Background: an optimization exercise with open tools, aiming at small area, a short achievable clock period and few clock cycles per item. Do not read the settings as production practice. Function was checked by simulation only, so behaviour that the tests miss may differ from the original. Power figures rest on the tool's default switching activity, not on a simulated workload.

run A:
## zigzag_rle
module zigzag_rle (
  input  logic       clk,
  input  logic       reset,
  input  logic [8:0] dctq,
  input  logic       dctq_valid,
  input  logic [5:0] addr,
  output logic       hold,
  output logic [5:0] rle_run,
  output logic [8:0] rle_level,
  output logic       rle_eob,
  output logic       rle_valid,
  input  logic       rle_ready,
  output logic       overflow
);
Size: about 2,100 cells after synthesis, roughly 770 flip-flops, about 38 I/O pins, roughly 31,000 um^2 of cells after synthesis.
make LEC_CHECK=0 ABC_CLOCK_PERIOD_IN_PS=2500 CAP_MARGIN=20 CORE_MARGIN=2 CORE_UTILIZATION=40 SETUP_SLACK_MARGIN=2.5 SLEW_MARGIN=20 finish   # period 5.0 ns
run.sh (not shown) runs the stock make flow with config.mk's settings and CLKGATE_MAP_FILE= SYNTH_SCRIPT=/design/flow/synth_recipe.tcl, a recipe that flattens the netlist after the stock synthesis.
Run A finished every stage and its layout cleared the timing, design-rule and antenna checks.
Testbench counts of run A, summed over its fixed seeds: cycles 26,026, blocks 384.
Here is what was changed in the inputs of run B compared with run A.
Settings: swapping 2.5 for 2.6 in SETUP_SLACK_MARGIN.
Notes after the runs:
Run B did not stop at any stage, and its layout met the timing, design-rule and antenna checks.
Comparing run A and run B, the lower total power is on run A.
The register cell area after layout of run B and that of run A are within noise of each other.
Run B vs run A, worst hold margin went down by 0.011 ns.
Compared with run A, run B shows total of fill cells in the finished design that has gone down slightly.
Against run A, run B reports a number of iterations in the first detailed-routing pass that is higher.
[inputs] run C vs run B
Settings: CTS_CLUSTER_SIZE now 20, previously not set; SETUP_SLACK_MARGIN now 2.5, was 2.6; CTS_CLUSTER_DIAMETER now 80, previously not set; TNS_END_PERCENT now 10, previously not set.
Findings:
The clock insertion delay at the later pin of the skew report of run B and that of run C are within noise of each other. Against run B, final critical delay including setup and external delays in run C came out better. Total of plain and repair buffers excluding clock buffers was higher in run B than in run C. Pin slew with the least headroom to its limit essentially unchanged between run B and run C. Re floorplan die height: no difference whatsoever between run B and run C. Diff run C..run B | number of input and output port buffers inserted | unchanged. Taking run B over run C, the area of the multi-input gates ratio works out to 1.06.
Setup changes, run C to run D
Settings: CTS_CLUSTER_SIZE changed from 20 to 16.
Delta (run D minus run C): register-to-register slack level; total of plain and repair buffers excluding clock buffers -11; final worst slack roughly the same.
The final reports for run D and run C show total via count in the routed design higher in the former.
Summary: power, run D worse than run C
Comparing run C with run D, the cell area after layout came out essentially unchanged.
Post-cts resize count (higher): run D
Run D vs. run C: area growth from synthesis to layout went up; time the final worst path needs with I/O delays and setup did not really move; starting DRC count in detailed routing went up.

========
## job 7979
Starting RTL as in the previous note.
Settings: LEC_CHECK=0, ABC_CLOCK_PERIOD_IN_PS=2500, CAP_MARGIN=20, CORE_MARGIN=2, CORE_UTILIZATION=40, SETUP_SLACK_MARGIN=2.5, SLEW_MARGIN=20, TNS_END_PERCENT=0; clock period 5.0 ns.
Testbench counts of job 7979, summed over its fixed seeds: cycles 26,026, blocks 384.
Input changes introduced in job 2600 (baseline for comparison: job 7979):
- TNS_END_PERCENT no longer set, was 0
- SETUP_SLACK_MARGIN now 2.3, was 2.5
==> run summary <==
Job 2600 against job 7979: share of the clock period used by the worst path after layout shows an increase of 1.5 points, power shows an increase of 300 uW, wire length shows an increase of about 3%, fraction of final layout cells sized beyond drive strength 1 shows an increase of 0.47 points, first-iteration DRC count shows an increase of 1.3%. Cell area: job 7979 and job 2600 compared, higher one is job 2600. Worst hold slack in job 2600 is 0.015 ns lower than in job 7979. Looking only at clock power share, and setting everything else aside, the lower value of job 7979 and job 2600 goes to job 7979.
What job 6214 does differently from job 2600 at the input level:
- an added CTS_CLUSTER_DIAMETER of 80
- an added TNS_END_PERCENT of 10
- an added CTS_CLUSTER_SIZE of 26
- a change of SETUP_SLACK_MARGIN from 2.3 to 2.5
==> run summary <==
Higher worst slew slack as a fraction of its limit goes to job 6214 over job 2600. Comparing job 2600 and job 6214, the lower final-layout non-clock buffer area share is on job 6214. Across both runs, share of the cycle needed by the critical path after routing was lower for job 6214 than for job 2600. The run showing the smaller buffering stage count on the worst path with inverters included is job 2600. In the reports for job 2600 and job 6214, the larger non-filler instance count after layout belongs to job 2600. Relative to job 2600, the arrival time of the worst setup path of job 6214 is lower by 0.17 ns. Job 6214 vs job 2600 — clock tree buffer count of the final layout dropped by more than a quarter. Reported for job 2600 and job 6214, number of instances on the worst hold path turned out identical to the last digit. Relative to job 2600, via count of the first global-routing pass decreased by 726 in job 6214. Diff job 2600 -> job 6214 | via density per instance | up slightly.
### job 6214 -> job 1417
- CORE_UTILIZATION: 40 -> 55
- CTS_CLUSTER_DIAMETER: 80 -> unset
- PLACE_DENSITY: unset -> 0.7
- CTS_CLUSTER_SIZE: 26 -> unset
[summary]
- Number of search-and-repair iterations in the first detailed-routing pass: job 6214 and job 1417 compared, higher one is job 6214
- Going from job 6214 to job 1417, count of clock buffers in the final design grew by more than half.
- Sequential power delta (job 6214 -> job 1417): insignificant
- In job 1417 relative to job 6214, cell area had gone up by a few percent.

## afterwards: timing with drivers on the ports
The results above use ideal ports. As a check the final layouts listed here were re-extracted and re-timed, cells and wires unchanged. Step 1 (the two cells are an assumption about what drives the block):
set clk [get_ports {clk}]
set_driving_cell -lib_cell sky130_fd_sc_hd__clkbuf_16 $clk
set_driving_cell -lib_cell sky130_fd_sc_hd__buf_2 [delete_from_list [all_inputs] $clk]
Step 2 adds t to the input delays and takes it off the output delays; t is the mean of the earliest and latest rising clock arrival at the registers after step 1. Input paths then give back, and output paths get back, about the clock's delay inside the block. Slacks: ideal ports / drivers / drivers and shift; pairs: ideal ports / drivers.
run	t (ns)	setup WS [ns]	worst data-port slew with drivers (ns)
run A	0.708	2.455 / 2.455 / 1.911	0.06
run B	0.680	2.306 / 2.306 / 1.945	0.05
run C	0.671	2.394 / 2.394 / 1.934	0.04
run D	0.689	2.392 / 2.348 / 1.770	0.05
job 7979	0.703	2.331 / 2.331 / 1.791	0.04
job 2600	0.685	2.254 / 2.275 / 1.590	0.06
job 6214	0.667	2.386 / 2.365 / 1.764	0.04
job 1417	0.674	2.337 / 2.337 / 1.749	0.05
After both steps every run listed still meets setup and hold. The setup slack of job 2600, which loses most, moves by +0.021 ns with the drivers and by -0.664 ns with both steps.
